From an optimization exercise on the open Yosys and OpenROAD flow, aimed at small area, a short achievable clock period and few clock cycles per item; shortcuts taken in it are not production practice. The RTL was checked by simulation tests, not by an equivalence proof against the original design.

==> flow/design.v (outline; a module is shown in full before it is edited, if it fits) <==
// module plint_slope: 96 lines
// module piecewise_linear_interpolator: 223 lines
// module plint_mac: 1286 lines
module piecewise_linear_interpolator (
  input  wire logic                     clk_i,
  input  wire logic                     rst_ni,
  input  wire logic                     cfg_valid_i,
  output logic                          cfg_ready_o,
  input  wire logic [plint_pkg::AW-1:0] cfg_addr_i,
  input  wire logic [plint_pkg::DW-1:0] cfg_data_i,
  input  wire logic                     s_axis_tvalid,
  output logic                          s_axis_tready,
  input  wire logic [15:0]              s_axis_tdata,    
  output logic                          m_axis_tvalid,
  input  wire logic                     m_axis_tready,
  output logic [23:0]                   m_axis_tdata,    
  output logic [1:0]                    m_axis_tuser     
);
  // ...
==> flow/run.sh <==
#!/bin/bash
# synth_recipe.tcl (not shown) runs the flow's synth.tcl, then flattens the netlist and writes it again
# the make line also repeats each setting of config.mk as NAME=value (left out here)
make -C /OpenROAD-flow-scripts/flow DESIGN_CONFIG=/design/flow/config.mk WORK_HOME=/design/flow/orfs CLKGATE_MAP_FILE= SYNTH_SCRIPT=/design/flow/synth_recipe.tcl finish
==> flow/config.mk <==
export PLATFORM = sky130hd
export DESIGN_NAME = piecewise_linear_interpolator
export DESIGN_NICKNAME = piecewise_linear_interpolator
export VERILOG_FILES = /design/flow/design.v
export SDC_FILE = /design/flow/constraint.sdc
export NUM_CORES = 4
export LEC_CHECK = 0
export ABC_CLOCK_PERIOD_IN_PS = 3300
export CAP_MARGIN = 20
export CORE_MARGIN = 2
export CORE_UTILIZATION = 40
export SETUP_SLACK_MARGIN = 4.7
export SLEW_MARGIN = 20
==> flow/constraint.sdc <==
create_clock -name core_clock -period 8.0 [get_ports {clk_i}]
set_input_delay 1.6000 -clock core_clock [delete_from_list [all_inputs] [get_ports {clk_i}]]
set_output_delay 1.6000 -clock core_clock [all_outputs]
set_load 0.01 [all_outputs]
==> results.ini, run 1 <==
[status]
status = finished clean

[critical_path]
cp-endpoint = ra_q[24]
worstPathRequired_ns = 8.38
startpoint = btwo_q[0]
slowest_delay_ns = 0.55

[drt]
dr_total_vias = 41000
wl_per_cell_um = 23.3
met1_length_um = 67800
wl_met2_um = 76100
via_per_inst = 5.79
ant_nets = 0

[cells_and_area]
multi_input_area_share = 0.540
nonClkBufAreaFrac = 0.0798
stdcell_count = 7073
post-route-util = 0.489
multi_input_gates = 3708
design.seq.count = 579
clk_share = 0.0390
final_nets = 6028
largest_class = multi-input gates

[global_route]
grt_use_met1 = 0.329
use_met3 = 0.0347
grt_pass1_vias = 40500
grt_overflow_total = 0

[place]
dp_cells = 6620

[sta]
finalHoldViolations = 0
whs_ns = 0.421

[clock_network]
clk_latency_ns = 0.67
clk_path_buf_depth = 3
cts_tree = yes

[worst_hold_path]
holdPathStages = 0
hp-class = flop to flop
min_from = status_q[0]

[die]
start_util = 0.403
die_area_um2 = 129000
ios = 77

[yosys]
yosysTopAreaCell = edfxtp_1
ys_top_cells_by_area = edfxtp_1 26%, fa_1 13%, xnor2_1 7.7%, ha_1 6.8%, dfrtp_1 5.9%
synth_mux_area_frac = 0.0454
ys_async_sr_fraction = 0.231
synth_most_common_cell = inv_1
synth-edff-count = 445

Testbench counts, summed over its fixed seeds: cycles 5,016, items 4,096.
==> inputs of run 2 (changes only) <==
--- a/flow/config.mk
+++ b/flow/config.mk
@@ -11,3 +11,4 @@
 export CORE_UTILIZATION = 40
 export SETUP_SLACK_MARGIN = 4.7
 export SLEW_MARGIN = 20
+export TNS_END_PERCENT = 10
==> results.ini, run 2 <==
[status]
status = finished clean  ; unchanged

[die]
die_h_um = 360  ; unchanged
die_x_um = 360  ; unchanged
ios = 77  ; unchanged
start_util = 0.403  ; unchanged
die_area_um2 = 129000  ; unchanged
core_area_um2 = 126000  ; unchanged
rows = 130  ; unchanged

[yosys]
yosysWarnings = 2  ; unchanged
synth_most_common_cell = inv_1  ; unchanged
ys_seq_elements = 579  ; unchanged
syn_area_um2 = 50600  ; unchanged
ys_async_sr_fraction = 0.231  ; unchanged
syn_avg_cell_area_um2 = 9.79  ; unchanged
syn_inst = 5166  ; unchanged
synthXorXnorAreaFrac = 0.0952  ; unchanged
yosysTopAreaCell = edfxtp_1  ; unchanged
syn_nets = 5829  ; unchanged
synth_ff_type = edfxtp_1  ; unchanged
seq_area_frac_synth = 0.331  ; unchanged
yosys-top-cells-count = 548 x inv_1, 498 x nand2_1, 446 x xnor2_1  ; unchanged
synth_mux_area_frac = 0.0454  ; unchanged
synth_compound_area_frac = 0.155  ; unchanged
yosysTopAreaCellShare = 0.264  ; unchanged
ys_top_cells_by_area = edfxtp_1 26%, fa_1 13%, xnor2_1 7.7%, ha_1 6.8%, dfrtp_1 5.9%  ; unchanged
synth.distinct_cells = 91  ; unchanged
synth_top_family_by_area = adder cells  ; unchanged
synthAdderAreaFrac = 0.202  ; unchanged
yosys.area_share.simple = 0.104  ; unchanged
synth-edff-count = 445  ; unchanged

[clock_network]
cts_made_buffers = 71  ; was 72
cts_num_sinks = 579  ; unchanged
cts_tree = yes  ; unchanged
clk_latency_ns = 0.67  ; about the same
cts.clk_slew.worst_paths_ns = 0.06  ; about the same
cts_max_level = 3  ; unchanged
cts_root_buf = clkbuf_16  ; unchanged
clk_path_buf_depth = 3  ; unchanged

[critical_path]
rrSetupSlack_ns = 4.20  ; was 4.17 ns
critPathMaxFanout = 21  ; was 6
worstSetupPathType = flop to flop  ; unchanged
r2r-end = ra_q[22]  ; was ra_q[24]
r2r_cells = 12  ; unchanged
worstPathArrival_ns = 4.20  ; was 4.21 ns
cp-start-kind = flop  ; unchanged
worstPathRequired_ns = 8.40  ; was 8.38 ns
r2r-start = bone_q[0]  ; was btwo_q[0]
end_kind = flop  ; unchanged

[drt]
dr.pass1.iters = 8  ; was 6
via_per_inst = 5.75  ; was 5.79
dr_total_vias = 39900  ; was 41000
wl_um = 157000  ; was 165000 um
drt-initial-drc-count = 3833  ; was 3912
drc = 0  ; unchanged
wl_per_cell_um = 22.6  ; was 23.3 um
ant_nets = 0  ; unchanged

[global_route]
grt_max_degree = 142  ; was 126
grt_pass1_vias = 39500  ; was 40500
grtUsageTotal = 0.237  ; was 0.248
grt_pass1_wl_um = 239000  ; was 248000 um
antenna_found_initial = 3  ; was 1
grt_overflow_total = 0  ; unchanged

[sta]
post-route-period-util = 0.475  ; was 0.479
post-route-min-period_ns = 3.80  ; was 3.83 ns
slew_headroom = 0.208  ; was 0.256
maxClockFrequency_mhz = 263  ; was 261 MHz
setup_violations = 0  ; unchanged
rsz0062_at_grt = true  ; unchanged
report.final.slew_viol_count = 0  ; unchanged
setup_tns_ns = 0  ; unchanged
worst_clock_skew_ns = 0.0240  ; was 0.0431 ns
worst_slew_pin_slew_ns = 1.19  ; was 1.11 ns
finalHoldViolations = 0  ; unchanged

[place]
numPortBuffers = 75  ; unchanged
detailed_place_hpwl_um = 110000  ; was 112000 um
place_area_um2 = 52600  ; was 53200 um2
place_congestion = 0.908  ; was 0.926

[cells_and_area]
layout.cells.most_common = inv_1  ; was nand2_1
largestRegisters = ra_q x56, rb_q x56  ; unchanged
n_fill_cell = 11800  ; was 11400
drive_gt1_frac = 0.133  ; was 0.225
area_growth_pct = 15.4  ; was 21.4%
diodes = 0  ; was 1
regArea_um2 = 16700  ; about the same
final_area_um2 = 58400  ; was 61400 um2
multi_input_comb_area_um2 = 31600  ; was 33100 um2
final_nets = 5887  ; was 6028
layout_common_cells = 536 x inv_1, 497 x nand2_1, 445 x edfxtp_1, 438 x xnor2_1, 325 x fa_1  ; was 494 x nand2_1, 468 x inv_1, 445 x edfxtp_1, 415 x xnor2_1, 244 x ha_1

[flow_run]
cap_violations = 0  ; unchanged

[worst_hold_path]
min_from = status_q[1]  ; was status_q[0]
holdPathStages = 0  ; unchanged
hp-class = flop to flop  ; unchanged
whs_endpoint = stc_q[1]  ; was stc_q[0]

[run 2: cell counts after synthesis]
No cell type changed its count.
[run 2: metrics by stage]
stage / util / hold WS (ns) / setup slack [ns] / instances
floorplan: - / 0.400 / 4.03 / 5166
global placement: 0.419 / 0.406 / 3.17 / 6618
detailed placement: 0.419 / 0.405 / 3.19 / 6618
CTS: 0.456 / 0.419 / 4.25 / 6891
global route: 0.465 / 0.444 / 4.09 / 6933
finish: 0.465 / 0.419 / 4.20 / 6933
[run 2: cells by family (layout without fill, tap and decap cells)]
| logic type | Yosys count | in the layout |
|---|---|---|
| other | 1 | 1 |
| multiplexers | 216 | 217 |
| buffers and inverters | 887 | 999 |
| XOR/XNOR | 550 | 550 |
| adder cells (fa/ha/maj) | 615 | 615 |
| AO/OA/AOI/OAI | 1174 | 1176 |
| flip-flops | 579 | 579 |
| AND/OR/NAND/NOR | 1144 | 1146 |
[run 2: how the worst max path moves through the flow]
stage	startpoint	end	slack (ns)
2_1_floorplan	s_axis_tdata[0]	cmp_q[2]	4.03
5_1_grt	bone_q[0]	ra_q[41]	4.09
6_report	bone_q[0]	ra_q[22]	4.20
4_1_cts	btwo_q[0]	ra_q[33]	4.25
3_5_place_dp	s_axis_tdata[1]	cmp_q[2]	3.19
3_3_place_gp	s_axis_tdata[1]	cmp_q[2]	3.17
[run 2: repair_timing]
item                       CTS  global route
setup endpoints to repair  287           275
gates resized for setup    173           169
cloned                       6             8
hold buffers                 0             0
buffers inserted           135            34
pin swaps                   37            51
[run 2: layout make-up]
class,instances,area share
multi-input cells,3705,0.542
flip-flops and latches,579,0.287
repair buffers,308,0.0571
inverters,558,0.0367
well taps,1650,0.0354
clock buffers,96,0.0336
clock inverters,36,0.00798
repair inverters,1,0.000193
[run 2: layer usage]
| layer | GRT usage | routed length, um | vias up | share of wire |
|---|---|---|---|---|
| met5 | 0 | 0 | - | 0 |
| met2 | 0.384 | 73100 | 1615 | 0.47 |
| met1 | 0.321 | 66500 | 19800 | 0.42 |
| li1 | - | - | 18100 | - |
| met4 | 0.0880 | 6220 | 0 | 0.040 |
| met3 | 0.0348 | 11100 | 342 | 0.071 |
[run 2: worst max-delay path, stage by stage (launching register included)]
cell	delay (ns)
edfxtp_1	0.41
buf_4	0.16
buf_12	0.16
a22oi_2	0.17
xor2_1	0.23
fa_1	0.47
fa_1	0.49
inv_1	0.06
fa_1	0.39
inv_1	0.11
fa_1	0.41
inv_1	0.08
fa_1	0.40
==> inputs of run 3 (changes only) <==
--- a/flow/config.mk
+++ b/flow/config.mk
@@ -5,10 +5,10 @@
 export SDC_FILE = /design/flow/constraint.sdc
 export NUM_CORES = 4
 export LEC_CHECK = 0
-export ABC_CLOCK_PERIOD_IN_PS = 3300
+export ABC_CLOCK_PERIOD_IN_PS = 3600
 export CAP_MARGIN = 20
 export CORE_MARGIN = 2
 export CORE_UTILIZATION = 40
-export SETUP_SLACK_MARGIN = 4.7
+export SETUP_SLACK_MARGIN = 4.4
 export SLEW_MARGIN = 20
 export TNS_END_PERCENT = 10
==> results.ini, run 3 <==
[place]
place_congestion = 0.908  ; unchanged
numPortBuffers = 75  ; unchanged
detailed_place_hpwl_um = 110000  ; unchanged

[clock_network]
cts_num_sinks = 579  ; unchanged
cts.clk_slew.worst_paths_ns = 0.06  ; about the same
clk_latency_ns = 0.67  ; about the same
cts_tree = yes  ; unchanged
cts_max_level = 3  ; unchanged
cts_hold_buf = 0  ; unchanged
clk_path_buf_depth = 3  ; unchanged
cts_made_buffers = 71  ; unchanged
cts_root_buf = clkbuf_16  ; unchanged

[drt]
dr.pass1.iters = 6  ; was 8
ant_nets = 0  ; unchanged
drt-initial-drc-count = 3571  ; was 3833
dr_total_vias = 39700  ; was 39900
wl_um = 154000  ; was 157000 um
drc = 0  ; unchanged
wl_per_cell_um = 22.4  ; was 22.6 um
via_per_inst = 5.75  ; about the same

[die]
die_x_um = 360  ; unchanged
die_area_um2 = 129000  ; unchanged
start_util = 0.403  ; unchanged
rows = 130  ; unchanged
core_area_um2 = 126000  ; unchanged
die_h_um = 360  ; unchanged
ios = 77  ; unchanged

[cells_and_area]
regArea_um2 = 16700  ; about the same
layout.cells.most_common = inv_1  ; unchanged
post-route-util = 0.459  ; was 0.465
final_nets = 5857  ; was 5887
multi_input_comb_area_um2 = 31300  ; was 31600 um2
drive_gt1_frac = 0.120  ; was 0.133
largestRegisters = ra_q x56, rb_q x56  ; unchanged
layout_common_cells = 536 x inv_1, 498 x nand2_1, 445 x edfxtp_1, 435 x xnor2_1, 324 x fa_1  ; was 536 x inv_1, 497 x nand2_1, 445 x edfxtp_1, 438 x xnor2_1, 325 x fa_1
diodes = 0  ; unchanged
n_fill_cell = 11800  ; about the same
area_growth_pct = 14.0  ; was 15.4%

[yosys]
ys_top_cells_by_area = edfxtp_1 26%, fa_1 13%, xnor2_1 7.7%, ha_1 6.8%, dfrtp_1 5.9%  ; unchanged
synth_most_common_cell = inv_1  ; unchanged
syn_inst = 5166  ; unchanged
syn_area_um2 = 50600  ; unchanged
yosysTopAreaCell = edfxtp_1  ; unchanged
synth_ff_type = edfxtp_1  ; unchanged
syn_avg_cell_area_um2 = 9.79  ; unchanged
ys_seq_elements = 579  ; unchanged
ys_async_sr_fraction = 0.231  ; unchanged
synth-edff-count = 445  ; unchanged
yosysTopAreaCellShare = 0.264  ; unchanged
syn_nets = 5829  ; unchanged
seq_area_frac_synth = 0.331  ; unchanged
synth.distinct_cells = 91  ; unchanged
yosysWarnings = 2  ; unchanged
yosys-top-cells-count = 548 x inv_1, 498 x nand2_1, 446 x xnor2_1  ; unchanged

[global_route]
grt_max_degree = 142  ; unchanged
grt_pass1_wl_um = 237000  ; was 239000 um
grt_pass1_vias = 39400  ; was 39500
grtUsageTotal = 0.234  ; was 0.237
antenna_found_initial = 5  ; was 3
grt_overflow_total = 0  ; unchanged

[sta]
slew_headroom = 0.145  ; was 0.208
post-route-min-period_ns = 3.82  ; was 3.80 ns
finalHoldViolations = 0  ; unchanged
worst_slew_pin_slew_ns = 1.28  ; was 1.19 ns
post-route-period-util = 0.477  ; was 0.475
setup_tns_ns = 0  ; unchanged
whs_ns = 0.419  ; about the same
setup_violations = 0  ; unchanged
report.final.slew_viol_count = 0  ; unchanged
rsz0062_at_grt = true  ; unchanged
maxClockFrequency_mhz = 262  ; was 263 MHz
worst_clock_skew_ns = 0.0269  ; was 0.0240 ns

[critical_path]
worstSetupPathType = flop to flop  ; unchanged
cp-start-kind = flop  ; unchanged
end_kind = flop  ; unchanged
rrSetupSlack_ns = 4.18  ; was 4.20 ns
worstPathArrival_ns = 4.20  ; about the same
worstPathRequired_ns = 8.38  ; was 8.40 ns
critPathMaxFanout = 38  ; was 21

[status]
status = finished clean  ; unchanged

[flow_run]
cap_violations = 0  ; unchanged

[worst_hold_path]
hp-class = flop to flop  ; unchanged

-- run 3: cell counts after synthesis --
No cell type changed its count.
-- run 3: path summary, 6_finish.rpt --
check                            start           end  cells past startpoint
max in group asynchronous       rst_ni  u_seg0.rdy_o                      2
min in group asynchronous       rst_ni      x0_q[15]                      1
min reg2reg                status_q[1]      stc_q[1]                      0
max reg2reg                  bneg_q[4]      ra_q[48]                     10
max                          bneg_q[4]      ra_q[48]                     10
min                        status_q[1]      stc_q[1]                      0
-- run 3: timing repair --
item | 4_1_cts | 5_1_grt
gates resized for setup | 142 | 114
buffers inserted | 127 | 16
setup endpoints to repair | 240 | 219
cloned | 3 | 7
pin swaps | 19 | 37
-- run 3: final cells by class --
type,count,area share
clock inverter,36,0.00807
timing repair inverter,1,0.000195
tap,1650,0.0358
sequential,579,0.290
multi-input combinational,3705,0.543
clock buffer,96,0.0340
inverter,558,0.0370
timing repair buffer,278,0.0515
-- run 3: cell families after synthesis --
group                      after synthesis  synth area share
and+or+nand+nor                       1144             0.104
DFF                                    579             0.331
AOI/OAI and AO/OA                     1174             0.155
buffers and inverters                  887            0.0667
muxes                                  216            0.0454
xor gates and xnor gates               550            0.0952
other                                    1         0.0000741
adders and majority gates              615             0.202
-- run 3: critical path, cell delays in order, from the launching register on --
cell,delay (ns)
edfxtp_1,0.33
clkbuf_8,0.41
inv_2,0.30
xnor2_1,0.23
fa_1,0.51
inv_1,0.05
fa_1,0.48
inv_1,0.06
fa_1,0.51
inv_1,0.06
fa_1,0.50
-- run 3: through the flow --
step	setup WS, ns	area, um2	std cells
after floorplan	4.03	50600	5166
after global placement	3.17	52600	6618
after detailed placement	3.19	52600	6618
after CTS	4.20	57000	6880
after global routing	4.09	57700	6903
final	4.18	57700	6903
-- run 3: routing by layer --
layer,wire length [um],global-route usage,up-vias
li1,-,-,18000
met1,65300,0.317,19700
met2,71800,0.378,1619
met3,11000,0.0368,350
met4,6340,0.0878,2
met5,13,0,-
==> inputs of run 4 (changes only) <==
--- a/flow/config.mk
+++ b/flow/config.mk
@@ -11,4 +11,3 @@
 export CORE_UTILIZATION = 40
 export SETUP_SLACK_MARGIN = 4.4
 export SLEW_MARGIN = 20
-export TNS_END_PERCENT = 10
==> results.ini, run 4 <==
[sta]
worst_slew_pin_slew_ns = 1.02  ; was 1.28 ns
worst_clock_skew_ns = 0.0341  ; was 0.0269 ns
post-route-period-util = 0.477  ; about the same
slew_headroom = 0.315  ; was 0.145
report.final.slew_viol_count = 0  ; unchanged
maxClockFrequency_mhz = 262  ; about the same
setup_violations = 0  ; unchanged
post-route-min-period_ns = 3.81  ; was 3.82 ns
setup_tns_ns = 0  ; unchanged
whs_ns = 0.419  ; about the same
rsz0062_at_grt = true  ; unchanged
finalHoldViolations = 0  ; unchanged

[worst_hold_path]
hp-class = flop to flop  ; unchanged

[die]
start_util = 0.403  ; unchanged
die_area_um2 = 129000  ; unchanged
die_x_um = 360  ; unchanged
core_area_um2 = 126000  ; unchanged
die_h_um = 360  ; unchanged
rows = 130  ; unchanged
ios = 77  ; unchanged

[place]
detailed_place_hpwl_um = 111000  ; was 110000 um
place_congestion = 0.920  ; was 0.908
numPortBuffers = 75  ; unchanged

[yosys]
synth_most_common_cell = inv_1  ; unchanged
syn_avg_cell_area_um2 = 9.79  ; unchanged
synth-edff-count = 445  ; unchanged
synth.distinct_cells = 91  ; unchanged
syn_inst = 5166  ; unchanged
syn_area_um2 = 50600  ; unchanged
synth_ff_type = edfxtp_1  ; unchanged
yosysWarnings = 2  ; unchanged
ys_async_sr_fraction = 0.231  ; unchanged
ys_seq_elements = 579  ; unchanged
syn_nets = 5829  ; unchanged
ys_top_cells_by_area = edfxtp_1 26%, fa_1 13%, xnor2_1 7.7%, ha_1 6.8%, dfrtp_1 5.9%  ; unchanged
yosysTopAreaCellShare = 0.264  ; unchanged
yosys-top-cells-count = 548 x inv_1, 498 x nand2_1, 446 x xnor2_1  ; unchanged
yosysTopAreaCell = edfxtp_1  ; unchanged
seq_area_frac_synth = 0.331  ; unchanged

[flow_run]
cap_violations = 0  ; unchanged

[critical_path]
worstPathRequired_ns = 8.39  ; was 8.38 ns
rrSetupSlack_ns = 4.19  ; was 4.18 ns
worstPathArrival_ns = 4.21  ; was 4.20 ns
worstSetupPathType = flop to flop  ; unchanged
critPathMaxFanout = 10  ; was 38
cp-start-kind = flop  ; unchanged
end_kind = flop  ; unchanged

[cells_and_area]
drive_gt1_frac = 0.144  ; was 0.120
layout_common_cells = 533 x inv_1, 498 x nand2_1, 445 x edfxtp_1, 437 x xnor2_1, 315 x fa_1  ; was 536 x inv_1, 498 x nand2_1, 445 x edfxtp_1, 435 x xnor2_1, 324 x fa_1
layout.cells.most_common = inv_1  ; unchanged
area_growth_pct = 15.7  ; was 14.0%
largestRegisters = ra_q x56, rb_q x56  ; unchanged
final_nets = 5908  ; was 5857

[drt]
via_per_inst = 5.71  ; was 5.75
drt-initial-drc-count = 3760  ; was 3571
ant_nets = 0  ; unchanged
drc = 0  ; unchanged
dr.pass1.iters = 6  ; unchanged
wl_per_cell_um = 22.2  ; was 22.4 um
dr_total_vias = 39700  ; about the same
wl_um = 154000  ; about the same

[clock_network]
cts.clk_slew.worst_paths_ns = 0.06  ; about the same
cts_root_buf = clkbuf_16  ; unchanged
cts_tree = yes  ; unchanged
cts_made_buffers = 71  ; unchanged
cts_hold_buf = 0  ; unchanged
cts_num_sinks = 579  ; unchanged
cts_max_level = 3  ; unchanged
clk_path_buf_depth = 3  ; unchanged
clk_latency_ns = 0.67  ; about the same

[global_route]
grt_overflow_total = 0  ; unchanged
grt_max_degree = 127  ; was 142
grt_pass1_wl_um = 236000  ; was 237000 um
antenna_found_initial = 1  ; was 5
grtUsageTotal = 0.233  ; was 0.234
grt_pass1_vias = 38800  ; was 39400

[status]
status = finished clean  ; unchanged

-- run 4: cell counts after synthesis --
No cell type changed its count.
-- run 4: critical path: stages (launching register included) --
cell,delay (ns)
edfxtp_1,0.39
buf_4,0.20
clkbuf_16,0.19
a22oi_2,0.17
xor2_1,0.23
fa_2,0.47
fa_1,0.50
inv_1,0.07
fa_1,0.38
inv_1,0.08
fa_1,0.40
inv_1,0.07
fa_1,0.40
-- run 4: per-stage QoR --
| step | util | cell area, um2 | cells | worst slack [ns] |
|---|---|---|---|---|
| after floorplan | - | 50800 | 5166 | 4.31 |
| after global placement | 0.420 | 52700 | 6619 | 3.51 |
| after detailed placement | 0.420 | 52700 | 6621 | 3.50 |
| after CTS | 0.455 | 57200 | 6884 | 4.25 |
| after global routing | 0.466 | 58500 | 6953 | 4.07 |
| final | 0.466 | 58500 | 6954 | 4.19 |
-- run 4: final timing paths --
kind | from | end | depth (start not counted)
worst max-delay path | btwo_q[0] | ra_q[26] | 12
worst min-delay path | status_q[1] | stc_q[1] | 0
worst max register to register | btwo_q[0] | ra_q[26] | 12
worst min register to register | status_q[1] | stc_q[1] | 0
max in group asynchronous | rst_ni | u_seg0.rdy_o | 2
min in group asynchronous | rst_ni | x2_q[15] | 1
-- run 4: repair_timing --
| action | CTS | global route |
|---|---|---|
| pin swaps | 17 | 61 |
| endpoints found under the setup margin | 238 | 167 |
| gates resized for setup | 173 | 185 |
| setup buffers | 127 | 62 |
| gates cloned | 5 | 6 |
-- run 4: metal layers --
metal	vias to the layer above	wire length [um]	track usage
met5	-	0	0
met4	0	6400	0.0824
met3	335	11400	0.0396
met2	1517	71100	0.376
met1	19700	65300	0.316
li1	18200	-	-
-- run 4: final cells by class --
cell class                      count  area [um2]
Fill cell                       11700       67000
Antenna cell                        1        2.50
Timing Repair Buffer              330        3450
Tap cell                         1650        2060
Inverter                          558        2160
Clock inverter                     36         415
Sequential cell                   579       16700
Clock buffer                       95        1990
Timing Repair inverter              1        8.76
Multi-Input combinational cell   3704       31700
-- run 4: logic make-up after synthesis --
logic type      count (synthesis)  share of synthesized area
buf+inv                       887                     0.0667
fa+ha+maj                     615                      0.202
flops                         579                      0.331
mux                           216                     0.0454
other cells                     1                  0.0000741
simple gates                 1144                      0.104
compound gates               1174                      0.155
xor+xnor                      550                     0.0952
==> inputs of run 5 (changes only) <==
--- a/flow/config.mk
+++ b/flow/config.mk
@@ -5,9 +5,10 @@
 export SDC_FILE = /design/flow/constraint.sdc
 export NUM_CORES = 4
 export LEC_CHECK = 0
-export ABC_CLOCK_PERIOD_IN_PS = 3600
+export ABC_AREA = 1
 export CAP_MARGIN = 20
 export CORE_MARGIN = 2
 export CORE_UTILIZATION = 40
 export SETUP_SLACK_MARGIN = 4.4
 export SLEW_MARGIN = 20
+export TNS_END_PERCENT = 10
==> results.ini, run 5 <==
[status]
status = finished clean  ; unchanged

[yosys]
seq_area_frac_synth = 0.326  ; was 0.331
ys_async_sr_fraction = 0.231  ; unchanged
syn_area_um2 = 51400  ; was 50600 um2
synthXorXnorAreaFrac = 0.0832  ; was 0.0952
syn_inst = 6163  ; was 5166
yosys.area_share.simple = 0.157  ; was 0.104
synth.distinct_cells = 60  ; was 91
syn_nets = 6826  ; was 5829
synth_compound_area_frac = 0.142  ; was 0.155
synth-edff-count = 445  ; unchanged
yosys-top-cells-count = 1236 x nand2_1, 973 x inv_1, 445 x edfxtp_1  ; was 548 x inv_1, 498 x nand2_1, 446 x xnor2_1
ys_top_cells_by_area = edfxtp_1 26%, fa_1 13%, nand2_1 9.0%, xor2_1 7.5%, inv_1 7.1%  ; was edfxtp_1 26%, fa_1 13%, xnor2_1 7.7%, ha_1 6.8%, dfrtp_1 5.9%
synth_most_common_cell = nand2_1  ; was inv_1
yosysWarnings = 2  ; unchanged
ys_seq_elements = 579  ; unchanged
synth_mux_area_frac = 0.000219  ; was 0.0454
yosysTopAreaCell = edfxtp_1  ; unchanged
synth_top_family_by_area = adder cells  ; unchanged
synth_ff_type = edfxtp_1  ; unchanged
syn_avg_cell_area_um2 = 8.34  ; was 9.79 um2
yosysTopAreaCellShare = 0.260  ; was 0.264
synthAdderAreaFrac = 0.199  ; was 0.202

[sta]
worst_slew_pin_slew_ns = 0.989  ; was 1.02 ns
slew_headroom = 0.341  ; was 0.315
post-route-period-util = 0.488  ; was 0.477
setup_tns_ns = 0  ; unchanged
finalHoldViolations = 0  ; unchanged
report.final.slew_viol_count = 0  ; unchanged
maxClockFrequency_mhz = 256  ; was 262 MHz
setup_violations = 0  ; unchanged
worst_clock_skew_ns = 0.0273  ; was 0.0341 ns
rsz0062_at_grt = true  ; unchanged
post-route-min-period_ns = 3.90  ; was 3.81 ns

[drt]
dr.pass1.iters = 6  ; unchanged
drc = 0  ; unchanged
drt-initial-drc-count = 4423  ; was 3760
dr_total_vias = 44300  ; was 39700
wl_um = 179000  ; was 154000 um
ant_nets = 0  ; unchanged
wl_per_cell_um = 22.4  ; was 22.2 um
via_per_inst = 5.56  ; was 5.71

[critical_path]
r2r-end = ra_q[28]  ; was ra_q[26]
worstSetupPathType = flop to flop  ; unchanged
rrSetupSlack_ns = 4.10  ; was 4.19 ns
worstPathRequired_ns = 8.40  ; was 8.39 ns
worstPathArrival_ns = 4.30  ; was 4.21 ns
critPathMaxFanout = 20  ; was 10
r2r_cells = 12  ; unchanged
r2r-start = btwo_q[0]  ; unchanged
end_kind = flop  ; unchanged
cp-start-kind = flop  ; unchanged

[clock_network]
cts_hold_buf = 0  ; unchanged
cts_num_sinks = 579  ; unchanged
cts_root_buf = clkbuf_16  ; unchanged
cts_made_buffers = 70  ; was 71
cts.clk_slew.worst_paths_ns = 0.06  ; about the same
cts_max_level = 3  ; unchanged
cts_tree = yes  ; unchanged
clk_latency_ns = 0.68  ; was 0.67 ns
clk_path_buf_depth = 3  ; unchanged

[worst_hold_path]
min_from = status_q[0]  ; was status_q[1]
whs_endpoint = stc_q[0]  ; was stc_q[1]
holdPathStages = 0  ; unchanged
hp-class = flop to flop  ; unchanged

[global_route]
grt_overflow_total = 0  ; unchanged
grt_max_degree = 74  ; was 127
grt_pass1_vias = 43500  ; was 38800
antenna_found_initial = 1  ; unchanged
grtUsageTotal = 0.268  ; was 0.233
grt_pass1_wl_um = 267000  ; was 236000 um

[cells_and_area]
final_nets = 6918  ; was 5908
largestRegisters = ra_q x56, rb_q x56  ; unchanged
drive_gt1_frac = 0.0815  ; was 0.144
post-route-util = 0.458  ; was 0.466
layout.cells.most_common = nand2_1  ; was inv_1
diodes = 0  ; was 1
n_fill_cell = 12300  ; was 11700
layout_common_cells = 1235 x nand2_1, 913 x inv_1, 445 x edfxtp_1, 436 x o21ai_0, 431 x xor2_1  ; was 533 x inv_1, 498 x nand2_1, 445 x edfxtp_1, 437 x xnor2_1, 315 x fa_1
area_growth_pct = 13.6  ; was 15.7%
stdcell_count = 7971  ; was 6954

[die]
start_util = 0.403  ; about the same
die_h_um = 362  ; was 360 um
die_area_um2 = 131000  ; was 129000 um2
core_area_um2 = 128000  ; was 126000 um2
rows = 131  ; was 130
die_x_um = 362  ; was 360 um
ios = 77  ; unchanged

[place]
numPortBuffers = 75  ; unchanged
detailed_place_hpwl_um = 130000  ; was 111000 um
dp_cells = 7695  ; was 6621
place_congestion = 0.985  ; was 0.920

[flow_run]
cap_violations = 0  ; unchanged

[run 5: cell types whose count changed after synthesis, sizes merged, moves of 115 or more]
| cell | change |
|---|---|
| mux2i | -115 |
| xnor2 | -396 |
| o21ai | +203 |
| o22ai | +328 |
| nand2 | +745 |
| xor2 | +334 |
| a22oi | -326 |
| nand3 | +192 |
| inv | +430 |
[run 5: layout make-up]
| class | instances | area, um2 | area share |
|---|---|---|---|
| Inverter | 998 | 3980 | 0.0681 |
| Clock buffer | 90 | 1970 | 0.0338 |
| Clock inverter | 36 | 383 | 0.00656 |
| Tap cell | 1662 | 2080 | 0.0356 |
| Timing Repair inverter | 13 | 95.1 | 0.00163 |
| Multi-Input combinational cell | 4331 | 30200 | 0.517 |
| Sequential cell | 579 | 16700 | 0.287 |
| Timing Repair Buffer | 262 | 2980 | 0.0510 |
[run 5: logic make-up (layout without fill, tap and decap cells)]
logic type	Yosys count	count (layout)
XOR/XNOR	488	488
AND/OR/NAND/NOR	1950	1950
buffers and inverters	1253	1399
AO/OA/AOI/OAI	1276	1276
flip-flops	579	579
adder cells (fa/ha/maj)	615	615
other	1	1
multiplexers	1	1
[run 5: worst max-delay path, stage by stage (launching register included)]
cell and delay (ns):
edfxtp_1 0.41, inv_2 0.16, bufbuf_16 0.34, o22ai_1 0.11, xor2_1 0.22, fa_2 0.47
fa_1 0.50, inv_1 0.07, fa_1 0.38, inv_1 0.11, fa_1 0.41, inv_1 0.07
fa_1 0.39
[run 5: what timing repair did]
item                       in CTS  in global routing
gates cloned                   23                  5
gates resized for setup       171                 57
buffers inserted              106                 15
setup endpoints to repair     114                169
pin swaps                      18                  5
[run 5: per-stage QoR]
step	area [um2]	hold slack (ns)	setup WS, ns
finish	58400	0.427	4.10
floorplan	51400	0.400	3.93
global route	58400	0.455	4.00
global placement	53600	0.422	3.38
CTS	58000	0.428	4.06
detailed placement	53600	0.415	3.33
[run 5: worst max path at each step]
stage	startpoint	end	slack, ns	cells past startpoint
2_1_floorplan	bneg_q[1]	ra_q[33]	3.93	12
6_report	btwo_q[0]	ra_q[28]	4.10	12
5_1_grt	bone_q[0]	ra_q[41]	4.00	13
3_3_place_gp	bneg_q[2]	ra_q[45]	3.38	10
4_1_cts	skv_q	s_axis_tready	4.06	4
3_5_place_dp	bneg_q[2]	ra_q[44]	3.33	10
[run 5: per-layer routing]
metal  track usage  up-vias  part of all wire
li1              -    20500                 -
met1         0.345    21200              0.41
met2         0.424     2123              0.45
met3        0.0514      507             0.079
met4         0.144        2             0.062
met5             0        -          0.000073
==> module piecewise_linear_interpolator, before the edit <==
module piecewise_linear_interpolator (
  input  wire logic                     clk_i,
  input  wire logic                     rst_ni,
  input  wire logic                     cfg_valid_i,
  output logic                          cfg_ready_o,
  input  wire logic [plint_pkg::AW-1:0] cfg_addr_i,
  input  wire logic [plint_pkg::DW-1:0] cfg_data_i,
  input  wire logic                     s_axis_tvalid,
  output logic                          s_axis_tready,
  input  wire logic [15:0]              s_axis_tdata,    
  output logic                          m_axis_tvalid,
  input  wire logic                     m_axis_tready,
  output logic [23:0]                   m_axis_tdata,    
  output logic [1:0]                    m_axis_tuser     
);
  localparam int XW = plint_pkg::XW;
  localparam int SW = plint_pkg::SW;
  localparam int GW = plint_pkg::GW;
  logic [1:0]    cnt_q;
  logic [XW-1:0] x0_q, x1_q, x2_q;
  logic [SW-1:0] s0_q, s1_q, s2_q;
  assign cfg_ready_o = 1'b1;
  always_ff @(posedge clk_i or negedge rst_ni) begin
    if (!rst_ni) begin
      cnt_q <= plint_pkg::RST_COUNT;
      x0_q  <= plint_pkg::RST_X0;
      x1_q  <= plint_pkg::RST_X1;
      x2_q  <= plint_pkg::RST_X2;
      s0_q  <= plint_pkg::RST_S0;
      s1_q  <= plint_pkg::RST_S1;
      s2_q  <= plint_pkg::RST_S2;
    end else if (cfg_valid_i) begin
      unique case (cfg_addr_i)
        plint_pkg::REG_COUNT: cnt_q <= cfg_data_i[1:0];
        plint_pkg::REG_X0:    x0_q  <= cfg_data_i[XW-1:0];
        plint_pkg::REG_X1:    x1_q  <= cfg_data_i[XW-1:0];
        plint_pkg::REG_X2:    x2_q  <= cfg_data_i[XW-1:0];
        plint_pkg::REG_S0:    s0_q  <= cfg_data_i[SW-1:0];
        plint_pkg::REG_S1:    s1_q  <= cfg_data_i[SW-1:0];
        plint_pkg::REG_S2:    s2_q  <= cfg_data_i[SW-1:0];
        default: ;
      endcase
    end
  end
  logic start_q;
  always_ff @(posedge clk_i or negedge rst_ni) begin
    if (!rst_ni) start_q <= 1'b0;
    else         start_q <= cfg_valid_i && cfg_addr_i != plint_pkg::REG_COUNT &&
                            cfg_addr_i != 3'd7;
  end
  logic          rdy0, rdy1, neg0, neg1;
  logic [GW-1:0] g0, g1;
  logic [3:0]    sh0, sh1;
  plint_slope u_seg0 (
    .clk_i, .rst_ni, .start_i(start_q),
    .xa_i(x0_q), .xb_i(x1_q), .sa_i(s0_q), .sb_i(s1_q),
    .rdy_o(rdy0), .g_o(g0), .sh_o(sh0), .neg_o(neg0)
  );
  plint_slope u_seg1 (
    .clk_i, .rst_ni, .start_i(start_q),
    .xa_i(x1_q), .xb_i(x2_q), .sa_i(s1_q), .sb_i(s2_q),
    .rdy_o(rdy1), .g_o(g1), .sh_o(sh1), .neg_o(neg1)
  );
  logic en;           
  logic ov_q, skv_q;  
  logic va_q, vb_q;
  assign en            = !skv_q;
  assign s_axis_tready = en && rdy0 && rdy1 && !start_q;
  logic [XW-1:0] x;
  logic          le0, le1, le2;
  assign x   = s_axis_tdata;
  assign le0 = x <= x0_q;
  assign le1 = x <= x1_q;
  assign le2 = x <= x2_q;
  logic ge0, ge1, ge2;
  assign ge0 = x >= x0_q;
  assign ge1 = x >= x1_q;
  assign ge2 = x >= x2_q;
  logic [XW-1:0] dx0, dx1;
  assign dx0 = x - x0_q;
  assign dx1 = x - x1_q;
  logic [XW-1:0] dx0_q, dx1_q;
  logic [5:0]    cmp_q;
  always_ff @(posedge clk_i or negedge rst_ni) begin
    if (!rst_ni)  va_q <= 1'b0;
    else if (en)  va_q <= s_axis_tvalid && s_axis_tready;
  end
  always_ff @(posedge clk_i) begin
    if (en) begin
      dx0_q   <= dx0;
      dx1_q   <= dx1;
      cmp_q   <= {le0, le1, le2, ge0, ge1, ge2};
    end
  end
  logic       ble0, ble1, ble2, ge_last, interp, seg;
  logic [1:0] bsel, status;    
  assign {ble0, ble1, ble2} = cmp_q[5:3];
  always_comb begin
    unique case (cnt_q)
      2'd2:    ge_last = cmp_q[1];
      2'd3:    ge_last = cmp_q[0];
      default: ge_last = cmp_q[2];
    endcase
  end
  always_comb begin
    status = plint_pkg::ST_OK;
    bsel   = 2'd3;
    seg    = 1'b0;
    interp = 1'b0;
    if (cnt_q == 2'd0) begin
      status = plint_pkg::ST_EMPTY;
    end else if (ble0) begin
      bsel = 2'd0;
    end else if (ge_last) begin
      bsel = (cnt_q == 2'd3) ? 2'd2 : (cnt_q == 2'd2) ? 2'd1 : 2'd0;
    end else if (cnt_q[1] && ble1) begin
      bsel   = 2'd0;
      interp = 1'b1;
    end else if (cnt_q == 2'd3 && ble2) begin
      bsel   = 2'd1;
      seg    = 1'b1;
      interp = 1'b1;
    end else begin
      status = plint_pkg::ST_NOSEG;
    end
  end
  logic [XW-1:0] dx, dxs;
  logic [3:0]    sh;
  assign sh = seg ? sh1 : sh0;
  assign dx = !interp ? '0 : seg ? dx1_q : dx0_q;
  always_comb begin
    dxs = dx;
    if (sh[3]) dxs = {dxs[7:0], 8'd0};
    if (sh[2]) dxs = {dxs[11:0], 4'd0};
    if (sh[1]) dxs = {dxs[13:0], 2'd0};
    if (sh[0]) dxs = {dxs[14:0], 1'b0};
  end
  logic       negs;
  logic [8:0] bone, btwo, bneg;
  logic [18:0] bx;
  assign negs = seg ? neg1 : neg0;
  assign bx   = {2'b00, dxs, 1'b0};
  always_comb begin
    for (int j = 0; j < 9; j++) begin
      bone[j] = bx[2*j+1] ^ bx[2*j];
      btwo[j] = (bx[2*j+2] & !bx[2*j+1] & !bx[2*j]) | (!bx[2*j+2] & bx[2*j+1] & bx[2*j]);
      bneg[j] = bx[2*j+2] ^ negs;
    end
  end
  logic [8:0]    bone_q, btwo_q, bneg_q;
  logic [GW-1:0] gm_q;
  logic          negm_q;
  logic [1:0]    bsel_q, status_q;
  always_ff @(posedge clk_i or negedge rst_ni) begin
    if (!rst_ni)  vb_q <= 1'b0;
    else if (en)  vb_q <= va_q;
  end
  always_ff @(posedge clk_i) begin
    if (en) begin
      bone_q   <= bone;
      btwo_q   <= btwo;
      bneg_q   <= bneg;
      gm_q     <= seg ? g1 : g0;
      negm_q   <= negs;
      bsel_q   <= bsel;
      status_q <= status;
    end
  end
  logic [SW-1:0] base;
  logic [55:0]   ra, rb;
  always_comb begin
    unique case (bsel_q)
      2'd0:    base = s0_q;
      2'd1:    base = s1_q;
      2'd2:    base = s2_q;
      default: base = '0;
    endcase
  end
  plint_mac u_mac (.bone(bone_q), .btwo(btwo_q), .bneg(bneg_q), .g(gm_q), .negm(negm_q), .base(base), .ra(ra), .rb(rb));
  logic [55:0] ra_q, rb_q;
  logic [1:0]  stc_q;
  logic        vc_q;
  always_ff @(posedge clk_i or negedge rst_ni) begin
    if (!rst_ni)  vc_q <= 1'b0;
    else if (en)  vc_q <= vb_q;
  end
  always_ff @(posedge clk_i) begin
    if (en) begin
      ra_q  <= ra;
      rb_q  <= rb;
      stc_q <= status_q;
    end
  end
  logic [55:0]   sum;
  logic [SW-1:0] score;
  assign sum   = ra_q + rb_q;
  assign score = sum[32 +: SW];
  logic [SW+1:0] od_q, skd_q;
  always_ff @(posedge clk_i or negedge rst_ni) begin
    if (!rst_ni) begin
      ov_q  <= 1'b0;
      skv_q <= 1'b0;
    end else if (skv_q) begin
      if (m_axis_tready) skv_q <= 1'b0;
    end else if (!ov_q || m_axis_tready) begin
      ov_q <= vc_q;
    end else if (vc_q) begin
      skv_q <= 1'b1;
    end
  end
  always_ff @(posedge clk_i) begin
    if (skv_q) begin
      if (m_axis_tready) od_q <= skd_q;
    end else if (!ov_q || m_axis_tready) begin
      od_q <= {stc_q, score};
    end else begin
      skd_q <= {stc_q, score};
    end
  end
  assign m_axis_tvalid = ov_q;
  assign m_axis_tdata  = od_q[SW-1:0];
  assign m_axis_tuser  = od_q[SW+1:SW];
endmodule
==> inputs of run 6 (changes only) <==
--- a/flow/design.v
+++ b/flow/design.v
@@ -186,9 +186,9 @@
     .rdy_o(rdy1), .g_o(g1), .sh_o(sh1), .neg_o(neg1)
   );
   logic en;           
-  logic ov_q, skv_q;  
+  logic ov_q;         
   logic va_q, vb_q;
-  assign en            = !skv_q;
+  assign en            = !ov_q || m_axis_tready;
   assign s_axis_tready = en && rdy0 && rdy1 && !start_q;
   logic [XW-1:0] x;
   logic          le0, le1, le2;
@@ -319,27 +319,13 @@
   logic [SW-1:0] score;
   assign sum   = ra_q + rb_q;
   assign score = sum[32 +: SW];
-  logic [SW+1:0] od_q, skd_q;
+  logic [SW+1:0] od_q;
   always_ff @(posedge clk_i or negedge rst_ni) begin
-    if (!rst_ni) begin
-      ov_q  <= 1'b0;
-      skv_q <= 1'b0;
-    end else if (skv_q) begin
-      if (m_axis_tready) skv_q <= 1'b0;
-    end else if (!ov_q || m_axis_tready) begin
-      ov_q <= vc_q;
-    end else if (vc_q) begin
-      skv_q <= 1'b1;
-    end
+    if (!rst_ni)  ov_q <= 1'b0;
+    else if (en)  ov_q <= vc_q;
   end
   always_ff @(posedge clk_i) begin
-    if (skv_q) begin
-      if (m_axis_tready) od_q <= skd_q;
-    end else if (!ov_q || m_axis_tready) begin
-      od_q <= {stc_q, score};
-    end else begin
-      skd_q <= {stc_q, score};
-    end
+    if (en) od_q <= {stc_q, score};
   end
   assign m_axis_tvalid = ov_q;
   assign m_axis_tdata  = od_q[SW-1:0];
--- a/flow/config.mk
+++ b/flow/config.mk
@@ -5,10 +5,10 @@
 export SDC_FILE = /design/flow/constraint.sdc
 export NUM_CORES = 4
 export LEC_CHECK = 0
-export ABC_AREA = 1
+export ABC_CLOCK_PERIOD_IN_PS = 4000
 export CAP_MARGIN = 20
 export CORE_MARGIN = 2
 export CORE_UTILIZATION = 40
-export SETUP_SLACK_MARGIN = 4.4
+export SETUP_SLACK_MARGIN = 4.0
 export SLEW_MARGIN = 20
 export TNS_END_PERCENT = 10
==> results.ini, run 6 <==
[status]
status = finished clean  ; unchanged

[drt]
dr_total_vias = 37700  ; was 44300
via_per_inst = 5.73  ; was 5.56
drc = 0  ; unchanged
drt-initial-drc-count = 3753  ; was 4423
wl_um = 145000  ; was 179000 um
dr.pass1.iters = 6  ; unchanged
wl_per_cell_um = 22.0  ; was 22.4 um
ant_nets = 0  ; unchanged

[global_route]
grt_max_degree = 79  ; was 74
grt_pass1_vias = 36800  ; was 43500
grt_overflow_total = 0  ; unchanged
antenna_found_initial = 1  ; unchanged
grt_pass1_wl_um = 221000  ; was 267000 um
grtUsageTotal = 0.227  ; was 0.268

[yosys]
yosysWarnings = 2  ; unchanged
synth-edff-count = 419  ; was 445
yosysTopAreaCell = edfxtp_1  ; unchanged
ys_seq_elements = 552  ; was 579
yosysTopAreaCellShare = 0.258  ; was 0.260
synth.distinct_cells = 96  ; was 60
synth_most_common_cell = inv_1  ; was nand2_1
syn_avg_cell_area_um2 = 9.76  ; was 8.34 um2
seq_area_frac_synth = 0.326  ; about the same
syn_nets = 5661  ; was 6826
syn_area_um2 = 48800  ; was 51400 um2
synth_ff_type = edfxtp_1  ; unchanged
syn_inst = 4998  ; was 6163
yosys-top-cells-count = 564 x inv_1, 474 x nand2_1, 450 x xnor2_1  ; was 1236 x nand2_1, 973 x inv_1, 445 x edfxtp_1
ys_async_sr_fraction = 0.241  ; was 0.231
ys_top_cells_by_area = edfxtp_1 26%, fa_1 14%, xnor2_1 8.1%, ha_1 7.1%, dfrtp_1 6.1%  ; was edfxtp_1 26%, fa_1 13%, nand2_1 9.0%, xor2_1 7.5%, inv_1 7.1%

[sta]
slew_headroom = 0.283  ; was 0.341
setup_violations = 0  ; unchanged
rsz0062_at_grt = true  ; unchanged
finalHoldViolations = 0  ; unchanged
worst_clock_skew_ns = 0.0422  ; was 0.0273 ns
setup_tns_ns = 0  ; unchanged
post-route-period-util = 0.519  ; was 0.488
maxClockFrequency_mhz = 241  ; was 256 MHz
report.final.slew_viol_count = 0  ; unchanged
worst_slew_pin_slew_ns = 1.07  ; was 0.989 ns
post-route-min-period_ns = 4.15  ; was 3.90 ns

[clock_network]
cts.clk_slew.worst_paths_ns = 0.06  ; about the same
cts_made_buffers = 67  ; was 70
cts_tree = yes  ; unchanged
cts_root_buf = clkbuf_16  ; unchanged
cts_hold_buf = 0  ; unchanged
clk_path_buf_depth = 3  ; unchanged
cts_num_sinks = 552  ; was 579
cts_max_level = 3  ; unchanged
clk_latency_ns = 0.65  ; was 0.68 ns

[cells_and_area]
diodes = 0  ; unchanged
drive_gt1_frac = 0.0764  ; was 0.0815
layout.cells.most_common = inv_1  ; was nand2_1
area_growth_pct = 9.72  ; was 13.6%
final_nets = 5575  ; was 6918
stdcell_count = 6587  ; was 7971
largestRegisters = ra_q x56, rb_q x56  ; unchanged
post-route-util = 0.441  ; was 0.458
layout_common_cells = 564 x inv_1, 474 x nand2_1, 450 x xnor2_1, 419 x edfxtp_1, 337 x fa_1  ; was 1235 x nand2_1, 913 x inv_1, 445 x edfxtp_1, 436 x o21ai_0, 431 x xor2_1

[place]
detailed_place_hpwl_um = 105000  ; was 130000 um
numPortBuffers = 75  ; unchanged
place_congestion = 0.927  ; was 0.985
dp_cells = 6433  ; was 7695

[die]
die_x_um = 353  ; was 362 um
core_area_um2 = 121000  ; was 128000 um2
ios = 77  ; unchanged
die_h_um = 353  ; was 362 um
rows = 128  ; was 131
start_util = 0.402  ; was 0.403
die_area_um2 = 125000  ; was 131000 um2

[critical_path]
worstPathArrival_ns = 4.51  ; was 4.30 ns
end_kind = flop  ; unchanged
worstSetupPathType = flop to flop  ; unchanged
critPathMaxFanout = 25  ; was 20
cp-start-kind = flop  ; unchanged
worstPathRequired_ns = 8.36  ; was 8.40 ns

[worst_hold_path]
hp-class = flop to flop  ; unchanged

[flow_run]
cap_violations = 0  ; unchanged

## run 6: cell count changes in the layout (fill, tap and decap cells not counted), moves of 49 or more
cell	delta
mux2i_1	+67
o21ai_0	-213
o22ai_1	-312
nand3_1	-186
inv_1	-349
nand2_1	-761
nor2_1	-74
clkinvlp_4	-52
a22oi_1	+323
mux2_2	+85
xor2_1	-334
buf_4	-49
xnor2_1	+400
a21oi_1	-120
## run 6: area by class of cell
cell class	instances	area, um2
inverters	572	2160
flip-flops and latches	552	15900
well taps	1625	2030
clock inverters	27	277
clock buffers	92	1980
fillers	11600	67900
multi-input cells	3555	29600
repair buffers	164	1510
## run 6: path summary, 6_finish.rpt
path | depth (start not counted) | from | to | slack, ns
min in group asynchronous | 1 | rst_ni | x1_q[15] | 0.95
hold reg to reg | 0 | status_q[0] | stc_q[0] | 0.42
setup reg to reg | 11 | bsel_q[1] | ra_q[35] | 3.85
max in group asynchronous | 2 | rst_ni | s0_q[22] | 5.66
setup / recovery | 11 | bsel_q[1] | ra_q[35] | 3.85
hold / removal | 0 | status_q[0] | stc_q[0] | 0.42
## run 6: routing by layer
layer	vias to the layer above	routed length (um)	GRT usage
li1	17200	-	-
met5	-	0	0
met3	263	9810	0.0334
met1	18900	63400	0.317
met4	0	5420	0.0795
met2	1443	66000	0.359
## run 6: worst max-delay path, cell delays in order, from the launching register on
cell and delay, ns:
edfxtp_1 0.32, buf_4 0.43, nor2b_4 0.15, buf_4 0.25, a21oi_1 0.81, fa_1 0.55
inv_1 0.09, fa_1 0.20, inv_1 0.07, fa_1 0.47, inv_1 0.05, fa_1 0.42
## run 6: kinds of logic after synthesis
family                   after synthesis  share of synthesized area
adder cells (fa/ha/maj)              615                      0.210
AO/OA/AOI/OAI                       1165                      0.161
multiplexers                         157                     0.0345
other                                  1                  0.0000769
XOR/XNOR                             547                     0.0982
AND/OR/NAND/NOR                     1068                      0.100
flip-flops                           552                      0.326
buffers and inverters                893                     0.0697
## run 6: what timing repair did
item                                    4_1_cts  5_1_grt
hold endpoints to repair                      0        0
gates cloned                                  2        1
pin swaps                                     2        9
endpoints found under the setup margin      191      119
gates resized for setup                      25       32
buffers inserted                             15       16
## run 6: metrics by stage
stage	setup WS [ns]	cell area (um2)	hold WS (ns)
floorplan	2.58	48800	0.400
global placement	2.90	50800	0.402
detailed placement	2.89	50800	0.406
CTS	3.78	53300	0.419
global route	3.79	53500	0.424
finish	3.85	53500	0.422
Testbench counts of run 6, summed over its fixed seeds: cycles 5,016, items 4,096.
==> inputs of run 7 (changes only) <==
--- a/flow/config.mk
+++ b/flow/config.mk
@@ -5,10 +5,10 @@
 export SDC_FILE = /design/flow/constraint.sdc
 export NUM_CORES = 4
 export LEC_CHECK = 0
-export ABC_CLOCK_PERIOD_IN_PS = 4000
+export ABC_CLOCK_PERIOD_IN_PS = 3600
 export CAP_MARGIN = 20
 export CORE_MARGIN = 2
-export CORE_UTILIZATION = 40
-export SETUP_SLACK_MARGIN = 4.0
+export CORE_UTILIZATION = 50
+export SETUP_SLACK_MARGIN = 4.4
 export SLEW_MARGIN = 20
 export TNS_END_PERCENT = 10
==> results.ini, run 7 <==
[critical_path]
critPathMaxFanout = 10  ; was 25
r2r_cells = 12  ; was 11
slowest_stage = fa_1  ; was a21oi_1
end_kind = flop  ; unchanged
cp_common_cell = fa_1  ; unchanged
worstPathRequired_ns = 8.38  ; was 8.36 ns
path_delay_family = adder cells  ; unchanged
r2r-start = bone_q[2]  ; was bsel_q[1]
rrSetupSlack_ns = 4.17  ; was 3.85 ns
worstSetupPathType = flop to flop  ; unchanged
slowest_delay_ns = 0.50  ; was 0.81 ns
cp-start-kind = flop  ; unchanged
r2r-end = ra_q[23]  ; was ra_q[35]
worstPathArrival_ns = 4.21  ; was 4.51 ns
cp_cell_sequence = buf_6, bufbuf_16, a22oi_1, xnor2_1, fa_1, fa_1, inv_1, fa_1, inv_1, fa_1, inv_1, fa_1  ; was buf_4, nor2b_4, buf_4, a21oi_1, fa_1, inv_1, fa_1, inv_1, fa_1, inv_1, fa_1
worst-path-buf-inv = 5  ; unchanged

[yosys]
yosys.area_share.simple = 0.100  ; unchanged
synthAdderAreaFrac = 0.210  ; unchanged
ys_async_sr_fraction = 0.241  ; unchanged
ys_seq_elements = 552  ; unchanged
synth_most_common_cell = inv_1  ; unchanged
synth_top_family_by_area = adder cells  ; unchanged
ys_top_cells_by_area = edfxtp_1 26%, fa_1 14%, xnor2_1 8.1%, ha_1 7.1%, dfrtp_1 6.1%  ; unchanged
yosysWarnings = 2  ; unchanged
syn_inst = 4998  ; unchanged
yosysTopAreaCell = edfxtp_1  ; unchanged
syn_avg_cell_area_um2 = 9.76  ; unchanged
synth.distinct_cells = 96  ; unchanged
yosys-top-cells-count = 564 x inv_1, 474 x nand2_1, 450 x xnor2_1  ; unchanged
syn_area_um2 = 48800  ; unchanged
syn_nets = 5661  ; unchanged
synth_mux_area_frac = 0.0345  ; unchanged
seq_area_frac_synth = 0.326  ; unchanged
synth-edff-count = 419  ; unchanged
synth_compound_area_frac = 0.161  ; unchanged
synthXorXnorAreaFrac = 0.0982  ; unchanged
synth_ff_type = edfxtp_1  ; unchanged
yosysTopAreaCellShare = 0.258  ; unchanged

[sta]
post-route-min-period_ns = 3.83  ; was 4.15 ns
worst_slew_pin_slew_ns = 1.08  ; was 1.07 ns
setup_tns_ns = 0  ; unchanged
maxClockFrequency_mhz = 261  ; was 241 MHz
worst_slack_ns = 4.17  ; was 3.85 ns
report.final.slew_viol_count = 0  ; unchanged
worst_clock_skew_ns = 0.0301  ; was 0.0422 ns
rsz0062_at_grt = true  ; unchanged
setup_violations = 0  ; unchanged
finalHoldViolations = 0  ; unchanged
post-route-period-util = 0.479  ; was 0.519
slew_headroom = 0.275  ; was 0.283

[place]
detailed_place_hpwl_um = 108000  ; was 105000 um
preCtsSetupSlack_ns = 2.91  ; was 2.89 ns
place_congestion = 0.916  ; was 0.927
numPortBuffers = 75  ; unchanged
dp_cells = 6081  ; was 6433

[drt]
via_per_inst = 5.96  ; was 5.73
drt-initial-drc-count = 3760  ; was 3753
dr.pass1.iters = 6  ; unchanged
drc = 0  ; unchanged
wl_per_cell_um = 23.4  ; was 22.0 um
ant_nets = 0  ; unchanged
wl_um = 149000  ; was 145000 um
dr_total_vias = 37900  ; was 37700

[global_route]
grt_max_degree = 141  ; was 79
grt_pass1_wl_um = 226000  ; was 221000 um
grt_overflow_total = 0  ; unchanged
grt_pass1_vias = 36800  ; about the same
grtUsageTotal = 0.297  ; was 0.227
antenna_found_initial = 2  ; was 1

[worst_hold_path]
hp-class = flop to flop  ; unchanged
whs_endpoint = od_q[25]  ; was stc_q[0]
holdPathStages = 0  ; unchanged
min_from = stc_q[1]  ; was status_q[0]

[die]
die_h_um = 316  ; was 353 um
rows = 114  ; was 128
start_util = 0.505  ; was 0.402
die_area_um2 = 100000  ; was 125000 um2
die_x_um = 316  ; was 353 um
ios = 77  ; unchanged
core_area_um2 = 96700  ; was 121000 um2

[cells_and_area]
final_nets = 5690  ; was 5575
n_fill_cell = 8519  ; was 11600
stdcell_count = 6354  ; was 6587
area_growth_pct = 12.3  ; was 9.72%
layout.cells.most_common = inv_1  ; unchanged
largestRegisters = ra_q x56, rb_q x56  ; unchanged
diodes = 0  ; unchanged
drive_gt1_frac = 0.111  ; was 0.0764
layout_common_cells = 558 x inv_1, 474 x nand2_1, 447 x xnor2_1, 419 x edfxtp_1, 331 x fa_1  ; was 564 x inv_1, 474 x nand2_1, 450 x xnor2_1, 419 x edfxtp_1, 337 x fa_1

[clock_network]
clk_path_buf_depth = 3  ; unchanged
clk_latency_ns = 0.66  ; was 0.65 ns
cts_tree = yes  ; unchanged
cts_max_level = 3  ; unchanged
cts_hold_buf = 0  ; unchanged
cts_made_buffers = 66  ; was 67
cts.clk_slew.worst_paths_ns = 0.06  ; about the same
cts_root_buf = clkbuf_16  ; unchanged
cts_num_sinks = 552  ; unchanged

[flow_run]
cap_violations = 0  ; unchanged

[status]
status = finished clean  ; unchanged

run 7: cell counts after synthesis:
Identical to the previous run, type by type.
run 7: worst register-to-register path: cells and delay by family (launching register included):
| family | cells | cell delay (ns) |
|---|---|---|
| buf+inv | 5 | 0.69 |
| flops | 1 | 0.37 |
| compound gates | 1 | 0.18 |
| xor+xnor | 1 | 0.16 |
| fa+ha+maj | 5 | 2.17 |
run 7: layer usage:
layer  vias to the layer above  GRT usage  part of all wire
li1                      17400          -                 -
met1                     18800      0.408              0.43
met2                      1408      0.484              0.47
met3                       241     0.0457             0.068
met4                         4     0.0955             0.034
met5                         -          0           0.00017
run 7: layout make-up:
| cell class | instances | area [um2] | share of cell area |
|---|---|---|---|
| timing repair buffer | 274 | 2770 | 0.0506 |
| tap | 1276 | 1600 | 0.0291 |
| clock inverter | 32 | 380 | 0.00694 |
| multi-input combinational | 3561 | 30200 | 0.550 |
| sequential | 552 | 15900 | 0.291 |
| inverter | 572 | 2170 | 0.0396 |
| clock buffer | 87 | 1780 | 0.0325 |
run 7: cell families after synthesis:
| kind of cell | after synthesis |
|---|---|
| AO/OA/AOI/OAI | 1165 |
| XOR/XNOR | 547 |
| adder cells (fa/ha/maj) | 615 |
| buffers and inverters | 893 |
| flip-flops | 552 |
| multiplexers | 157 |
| other | 1 |
| AND/OR/NAND/NOR | 1068 |
run 7: how the worst max path moves through the flow:
stage	from	endpoint	slack [ns]	depth (start not counted)
final	bone_q[2]	ra_q[23]	4.17	12
after global routing	bone_q[2]	ra_q[34]	4.08	13
after CTS	m_axis_tready	s_axis_tready	4.17	5
after detailed placement	s_axis_tdata[1]	cmp_q[5]	2.91	13
after global placement	m_axis_tready	s_axis_tready	2.94	5
after floorplan	m_axis_tready	s_axis_tready	2.58	3
run 7: timing repair:
item	4_1_cts	5_1_grt
gates cloned	10	3
gates resized for setup	142	71
setup endpoints to repair	283	196
setup buffers	118	23
pin swaps	26	40
run 7: stage by stage:
stage	util	hold slack, ns	area, um2
floorplan	-	0.400	48800
global placement	0.521	0.401	50300
detailed placement	0.521	0.410	50300
CTS	0.561	0.418	54300
global route	0.567	0.436	54800
finish	0.567	0.418	54800
==> inputs of run 8 (changes only) <==
--- a/flow/config.mk
+++ b/flow/config.mk
@@ -8,7 +8,8 @@
 export ABC_CLOCK_PERIOD_IN_PS = 3600
 export CAP_MARGIN = 20
 export CORE_MARGIN = 2
-export CORE_UTILIZATION = 50
+export CORE_UTILIZATION = 40
+export PLACE_DENSITY = 0.6
 export SETUP_SLACK_MARGIN = 4.4
 export SLEW_MARGIN = 20
 export TNS_END_PERCENT = 10
==> results.ini, run 8 <==
[yosys]
synth_top_family_by_area = adder cells  ; unchanged
ys_seq_elements = 552  ; unchanged
synthAdderAreaFrac = 0.210  ; unchanged
synth_ff_type = edfxtp_1  ; unchanged
syn_nets = 5661  ; unchanged
synth-edff-count = 419  ; unchanged
synth.distinct_cells = 96  ; unchanged
syn_avg_cell_area_um2 = 9.76  ; unchanged
yosys-top-cells-count = 564 x inv_1, 474 x nand2_1, 450 x xnor2_1  ; unchanged
yosysWarnings = 2  ; unchanged
seq_area_frac_synth = 0.326  ; unchanged
syn_area_um2 = 48800  ; unchanged
ys_top_cells_by_area = edfxtp_1 26%, fa_1 14%, xnor2_1 8.1%, ha_1 7.1%, dfrtp_1 6.1%  ; unchanged

[place]
numPortBuffers = 75  ; unchanged

[global_route]
grtUsageTotal = 0.232  ; was 0.297
grt_pass1_vias = 37600  ; was 36800
grt_overflow_total = 0  ; unchanged
grt_max_degree = 79  ; was 141

[critical_path]
cp-start-kind = flop  ; unchanged
slowest_stage = fa_1  ; unchanged
r2r-start = btwo_q[0]  ; was bone_q[2]
r2r_cells = 12  ; unchanged
end_kind = flop  ; unchanged
critPathMaxFanout = 41  ; was 10
cp_cell_sequence = buf_12, a22oi_2, xnor2_1, fa_1, inv_1, fa_1, inv_1, fa_1, inv_1, fa_1, inv_1, fa_1  ; was buf_6, bufbuf_16, a22oi_1, xnor2_1, fa_1, fa_1, inv_1, fa_1, inv_1, fa_1, inv_1, fa_1
worstPathRequired_ns = 8.36  ; was 8.38 ns

[drt]
drt-initial-drc-count = 3452  ; was 3760
drc = 0  ; unchanged
wl_um = 148000  ; was 149000 um
wl_per_cell_um = 22.0  ; was 23.4 um

[clock_network]
cts_made_buffers = 67  ; was 66
cts_max_level = 3  ; unchanged
clk_path_buf_depth = 3  ; unchanged
cts.clk_slew.worst_paths_ns = 0.06  ; about the same
clk_latency_ns = 0.66  ; about the same

[sta]
whs_ns = 0.422  ; was 0.418 ns
setup_violations = 0  ; unchanged
slew_headroom = 0.276  ; was 0.275
rsz0062_at_grt = true  ; unchanged
report.final.slew_viol_count = 0  ; unchanged
worst_slew_pin_slew_ns = 1.08  ; about the same

[cells_and_area]
drive_gt1_frac = 0.113  ; was 0.111
final_nets = 5706  ; was 5690
n_fill_cell = 11500  ; was 8519

[die]
core_area_um2 = 121000  ; was 96700 um2
rows = 128  ; was 114
start_util = 0.402  ; was 0.505

[status]
status = finished clean  ; unchanged

run 8: cell count changes in the layout (fill, tap and decap cells not counted), sizes merged, moves of 2 or more:
cell,change
o2111a,-2
clkinv,-7
buf,+17
clkbuf,+5
inv,+4
run 8: cell type report:
| type | count | share of cell area |
|---|---|---|
| repair buffers | 292 | 0.0533 |
| well taps | 1625 | 0.0367 |
| diodes | 1 | 0.0000452 |
| repair inverters | 1 | 0.000294 |
| flip-flops and latches | 552 | 0.288 |
| clock buffers | 92 | 0.0357 |
| clock inverters | 27 | 0.00499 |
| multi-input cells | 3557 | 0.542 |
| inverters | 572 | 0.0394 |
run 8: worst max-delay path, delay by kind of cell (launching register included):
| family | cells | cell delay, ns |
|---|---|---|
| AOI/OAI and AO/OA | 1 | 0.19 |
| xor gates and xnor gates | 1 | 0.11 |
| buffers and inverters | 5 | 0.51 |
| adders and majority gates | 5 | 2.26 |
| DFF | 1 | 0.41 |
run 8: through the flow:
| step | cell area, um2 | utilization | cells |
|---|---|---|---|
| floorplan | 48800 | - | 4998 |
| finish | 55400 | 0.456 | 6719 |
| detailed placement | 50800 | 0.418 | 6433 |
| CTS | 55100 | 0.454 | 6709 |
| global placement | 50800 | 0.418 | 6433 |
| global route | 55400 | 0.456 | 6718 |
run 8: path summary, 6_finish.rpt:
check / endpoint / slack (ns)
worst max-delay path: ra_q[39] / 4.21
worst max register to register: ra_q[39] / 4.21
worst min register to register: stc_q[0] / 0.42
worst min-delay path: stc_q[0] / 0.42
min in group asynchronous: x1_q[15] / 0.95
max in group asynchronous: s2_q[23] / 5.65
run 8: kinds of logic after synthesis:
| family | Yosys count |
|---|---|
| multiplexers | 157 |
| other | 1 |
| adder cells (fa/ha/maj) | 615 |
| AND/OR/NAND/NOR | 1068 |
| XOR/XNOR | 547 |
| buffers and inverters | 893 |
| AO/OA/AOI/OAI | 1165 |
| flip-flops | 552 |
run 8: repair_timing:
item                       CTS  global route
pin swaps                   25            16
setup endpoints to repair  324           198
buffers inserted           148             7
hold buffers                 0             0
resized for setup          170            46
cloned                       9             1
run 8: per-layer routing:
metal | vias to the layer above | track usage | share of wire
li1 | 17500 | - | -
met1 | 19000 | 0.318 | 0.43
met2 | 1472 | 0.370 | 0.46
met3 | 309 | 0.0369 | 0.071
met4 | 2 | 0.0903 | 0.042
met5 | - | 0 | 0.00018

## afterwards: timing with drivers on the ports
Ports are ideal in the flow. The routed layouts listed here were re-timed in OpenROAD.
Step 1 assumes that a clkbuf_16 drives the clock port and a buf_2 every other input.
Step 2 moves the port delays by t, midway between the first and last clock arrival at a register: inputs arrive t later, outputs are due t later. That takes back most of the time a late clock gives input paths.
Three values: ideal ports, drivers, drivers and shift; two values: the first two.
run	t, ns	slack for setup (ns)	worst setup path at the end	clock arrival spread, ns	pins driven straight from the clock port
run 1	0.724	4.170 / 4.170 / 4.040	input to register	0.046 / 0.046	1
run 2	0.727	4.201 / 4.201 / 3.897	input to register	0.030 / 0.030	1
run 3	0.728	4.181 / 4.181 / 3.702	input to register	0.030 / 0.030	1
run 4	0.722	4.187 / 4.187 / 3.805	input to register	0.035 / 0.036	1
run 5	0.740	4.100 / 4.062 / 3.652	input to register	0.030 / 0.030	1
run 6	0.705	3.849 / 3.845 / 3.357	input to register	0.042 / 0.042	1
run 7	0.718	4.169 / 4.153 / 3.662	input to register	0.033 / 0.033	1
run 8	0.706	4.206 / 4.156 / 3.672	input to register	0.045 / 0.046	1
After both steps setup and hold are still met in every run listed. For run 8, which loses most, drivers alone change the setup slack by -0.050 ns; drivers and shift together by -0.534 ns.
